Source: an optimization exercise on an open RTL-to-GDS flow (aim: small area, a short achievable clock period and few clock cycles). Production flows keep margins and buffers that such runs may drop. Only simulation tests tie the RTL to the original design; equivalence was not proved.

==> flow/design.v (excerpt) <==
module rv32imc_instruction_execute (
  input  logic        clk_i,
  input  logic        rst_ni,
  input  logic        in_valid_i,
  output logic        in_ready_o,
  input  logic        cmd_i,
  input  logic [31:0] instruction_i,
  input  logic [31:0] read_data_i,
  input  logic        access_ok_i,
  output logic        out_valid_o,
  input  logic        out_ready_i,
  output logic [2:0]  status_o,
  output logic [31:0] access_address_o,
  output logic [2:0]  access_size_o,
  output logic [31:0] write_data_o,
  output logic [31:0] next_pc_o
);
  logic        i_valid, i_cmd, i_ok, i_adv;
  logic [31:0] i_data;
  logic [4:0]  i_rs1, i_rs2;
  rv32_ctrl u_ctrl (
    .clk_i, .rst_ni, .in_valid_i, .in_ready_o, .cmd_i, .instruction_i,
    .read_data_i, .access_ok_i, .i_valid_o(i_valid), .i_cmd_o(i_cmd),
    .i_data_o(i_data), .i_ok_o(i_ok), .i_rs1_o(i_rs1), .i_rs2_o(i_rs2),
    .i_adv_i(i_adv)
  );
  rv32_datapath u_dp (
  ...
Size in the first run: about 9500 cells after synthesis, about 99000 µm² of cells after synthesis.
clock: 13.0 ns
lec_check: 0
abc_clock_period_in_ps: 4000
cap_margin: 20
core_margin: 2
core_utilization: 45
place_density: 0.6
slew_margin: 20
tns_end_percent: 100
standard.sh (not shown) runs the stock make flow with config.mk's settings and CLKGATE_MAP_FILE= SYNTH_SCRIPT=/design/flow/synth_recipe.tcl, a recipe that flattens the netlist after the stock synthesis.
==> flow/flow/run.sh <==
#!/bin/bash
set -euo pipefail
bash standard.sh SETUP_SLACK_MARGIN=8.5 finish > std_flow.log 2>&1
The first run completed without violations.
Testbench counts at the start, summed over its fixed seeds: cycles 27,994.
Change:
--- a/flow/design.v
+++ b/flow/design.v
@@ -555,39 +555,43 @@
     {l4s, l4c} = csa(l3[0], l3[1], l3[2]);
     {l5s, l5c} = csa(l4s, l4c, l3[3]);
     mlow = {1'b0, l5s[7:0]} + {1'b0, l5c[7:0]} + {8'd0, mci_q};
     mres = 33'(p_hi) + 33'(mc_c) + {32'd0, mci_q};
   end
   logic [5:0]  lzr, lzd;
   logic signed [6:0] kdiff;
   logic [32:0] dtrial;
+  logic [31:0] asmear;
+  logic        dlt;
   logic [31:0] amag, bmag;
   always_comb begin
     lzr = 6'd32;
     for (int i = 0; i < 32; i++) if (p_hi[i]) lzr = 6'(31 - i);
     lzd = 6'd32;
     for (int i = 0; i < 32; i++) if (dv_q[i]) lzd = 6'(31 - i);
     kdiff = $signed({1'b0, lzd}) - $signed({1'b0, lzr});
     dtrial = {1'b0, p_hi[31:0]} - {1'b0, dv_q[31:0]};
+    for (int i = 0; i < 32; i++) asmear[i] = |(p_hi[31:0] >> i);
+    dlt = |(dv_q[31:0] & ~asmear);
     amag = (!mmf_q[0] && p_hi[31]) ? -p_hi[31:0] : p_hi[31:0];
     bmag = (!mmf_q[0] && dv_q[31]) ? -dv_q[31:0] : dv_q[31:0];
   end
   logic [2:0] md_first;
   assign md_first = !dec.is_div ? M_MUL :
                     (!dec.mfunc[0] && (v1[31] || v2[31])) ? M_NEG : M_CLZ;
   assign md_start = d_en && i_valid_i && !hold && !i_cmd_i && dec.wr_en && dec.aop == AOP_MUL;
   always_ff @(posedge clk_i or negedge rst_ni) begin
     if (!rst_ni) begin
       ms_q <= M_IDLE;
     end else begin
       case (ms_q)
         M_IDLE:  if (md_start) ms_q <= md_first;
         M_NEG:   ms_q <= M_CLZ;
-        M_CLZ:   ms_q <= (lzd[5] || kdiff[6]) ? M_FIN : M_NORM;
+        M_CLZ:   ms_q <= (dv_q[31:0] == 32'd0 || dlt) ? M_FIN : M_NORM;
         M_MUL:   if (mlast) ms_q <= M_FIN;
         M_NORM:  ms_q <= M_DIV;
         M_DIV:   if (mc_q == 5'd0) ms_q <= M_FIN;
         M_FIN:   if (md_start) ms_q <= md_first;
                  else if (md_wr || mrd_q == 5'd0) ms_q <= M_IDLE;
         default: ms_q <= M_IDLE;
       endcase
     end
@@ -616,17 +620,17 @@
         mc_q <= mc_q + 5'd1;
         p_hi <= l5s[40:8];
         mc_c <= l5c[41:8];
         mci_q <= mlow[8];
         p_lo <= {mlow[7:0], p_lo[31:8]};
       end
       M_CLZ: begin
         mc_q <= kdiff[4:0];
-        bz_q <= lzd[5];
+        bz_q <= dv_q[31:0] == 32'd0;
       end
       M_NORM: dv_q <= {1'b0, dv_q[31:0] << mc_q};
       M_DIV: begin
         mc_q <= mc_q - 5'd1;
         if (!dtrial[32]) p_hi <= {1'b0, dtrial[31:0]};
         p_lo <= {p_lo[30:0], !dtrial[32]};
         dv_q <= {2'b0, dv_q[31:1]};
       end
Area after synthesis rose by 0.50%.
First-iteration DRC count increases by 0.91%.
Cell area is lower by 0.86%.
Critical path depth grows by 1.
Sequential share of layout area came out higher by 0.33 points.
Core utilization shrinks by 0.63 points.
Non-clock buffer count decreases by 70.
Worst setup slack gains 120 ps.
Via count is higher by 0.49%.
Count of clock-buffer cells in the layout came out lower by 4.
Cell count rose by 2.0%.
Testbench counts after the change, summed over its fixed seeds: cycles 27,994.


rv32imc_instruction_execute with an RTL version that a note above also has.
Design rv32imc_instruction_execute, start of the top module:
module rv32imc_instruction_execute (
  input  logic        clk_i,
  input  logic        rst_ni,
  input  logic        in_valid_i,
  output logic        in_ready_o,
  input  logic        cmd_i,
  input  logic [31:0] instruction_i,
  input  logic [31:0] read_data_i,
  input  logic        access_ok_i,
  output logic        out_valid_o,
  input  logic        out_ready_i,
  output logic [2:0]  status_o,
  output logic [31:0] access_address_o,
  output logic [2:0]  access_size_o,
  output logic [31:0] write_data_o,
  output logic [31:0] next_pc_o
);
==> flow/config.mk <==
export PLATFORM = sky130hd
export DESIGN_NAME = rv32imc_instruction_execute
export DESIGN_NICKNAME = rv32imc_instruction_execute
export VERILOG_FILES = /design/flow/design.v
export SDC_FILE = /design/flow/constraint.sdc
export NUM_CORES = 4
export LEC_CHECK = 0
export ABC_AREA = 1
export CAP_MARGIN = 20
export CORE_MARGIN = 2
export CORE_UTILIZATION = 45
export PLACE_DENSITY = 0.6
export SLEW_MARGIN = 20
export TNS_END_PERCENT = 100
==> flow/constraint.sdc <==
create_clock -name core_clock -period 13.0 [get_ports {clk_i}]
set_input_delay 2.6000 -clock core_clock [delete_from_list [all_inputs] [get_ports {clk_i}]]
set_output_delay 2.6000 -clock core_clock [all_outputs]
set_load 0.01 [all_outputs]
Scripts as last shown in full above: flow/flow/run.sh
Testbench counts at the start, summed over its fixed seeds: cycles 27,994.
Next try:
--- a/flow/design.v
+++ b/flow/design.v
@@ -398,21 +398,24 @@
     case (dec.size)
       3'd1:    begin sw = {24'd0, w2[7:0]};  se = {24'd0, ex_wd[7:0]};  end
       3'd2:    begin sw = {16'd0, w2[15:0]}; se = {16'd0, ex_wd[15:0]}; end
       default: begin sw = w2;                se = ex_wd;                end
     endcase
     bw = bsel ? dec.imm : w2;
     xw = i_cmd_i ? i_data_i : (dec.store ? sw : dec.imm);
   end
   logic d_en, hold, md_pend, d_mdp;
   function automatic logic hits(input logic [4:0] r, input rv32_pkg::dec_t d);
-    hits = r != 5'd0 && (i_rs1_i == r || i_rs2_i == r || d.rd == r);
+    hits = r != 5'd0 &&
+           ((i_rs1_i == r && !(d.aop == AOP_PASSB || d.a_pc || d.br == BR_ALWAYS)) ||
+            (i_rs2_i == r && ((!d.b_imm && !d.jalr) || d.store)) ||
+            (d.rd == r && (d.wr_en || d.link || d.load)));
   endfunction
   always_comb begin
     md_pend = ms_q != M_IDLE && !(ms_q == M_FIN && (md_wr || mrd_q == 5'd0));
     d_mdp = vd_q && d_md;
     hold = !i_cmd_i && (((md_pend || d_mdp) && dec.wr_en && dec.aop == AOP_MUL) ||
                         (md_pend && hits(mrd_q, dec)) || (d_mdp && hits(d_rd, dec)));
   end
   assign d_en = !vd_q || go;
   assign i_adv_o = d_en && !hold;
   always_ff @(posedge clk_i or negedge rst_ni) begin
After rerunning: The new run completed without violations. Clock-buffer cell count is lower by 7. Sequential share of layout area is lower by 0.13 points. Synthesized area barely changes. Design area rose by 0.34%. Routed wire length falls by 0.70%. Worst setup slack is worse by 73 ps. Hold slack degrades by 11 ps. Fmax went down by 1.5%. Global-route usage stays flat.
Testbench counts after the change, summed over its fixed seeds: cycles 27,686.

==> separate check: timing with driven ports <==
No port has a modelled driver above. Below, the same layouts with a new extraction and two added sets of constraints.
Step 1: set_driving_cell puts a clkbuf_16 on clk_i and a buf_2 on each other input, an assumption about the parent block.
Step 2, shift: input delay + t, output delay - t, t = (earliest + latest rising clock arrival at the registers) / 2. This alone moves slack from input paths to output paths.
Slacks: ideal / step 1 / step 2; pairs: ideal / step 1.
run | t (ns) | setup WS [ns] | hold slack, ns | worst setup path at the end | worst data-port slew with drivers (ns)
the first run of note 1 | 0.944 | 8.010 / 8.010 / 7.604 | 0.458 / 0.458 / 0.458 | input to register | 0.05
the second run of note 1 | 0.928 | 8.129 / 8.129 / 7.642 | 0.442 / 0.442 / 0.442 | input to register | 0.05
the first run of note 2 | 0.966 | 8.219 / 8.219 / 7.652 | 0.436 / 0.436 / 0.436 | input to register | 0.06
the second run of note 2 | 0.960 | 8.146 / 8.146 / 7.676 | 0.426 / 0.426 / 0.426 | input to register | 0.08
After both steps every run listed still meets setup and hold. For the first run of note 2, which loses most, drivers alone change the setup slack by 0.000 ns; drivers and shift together by -0.567 ns.
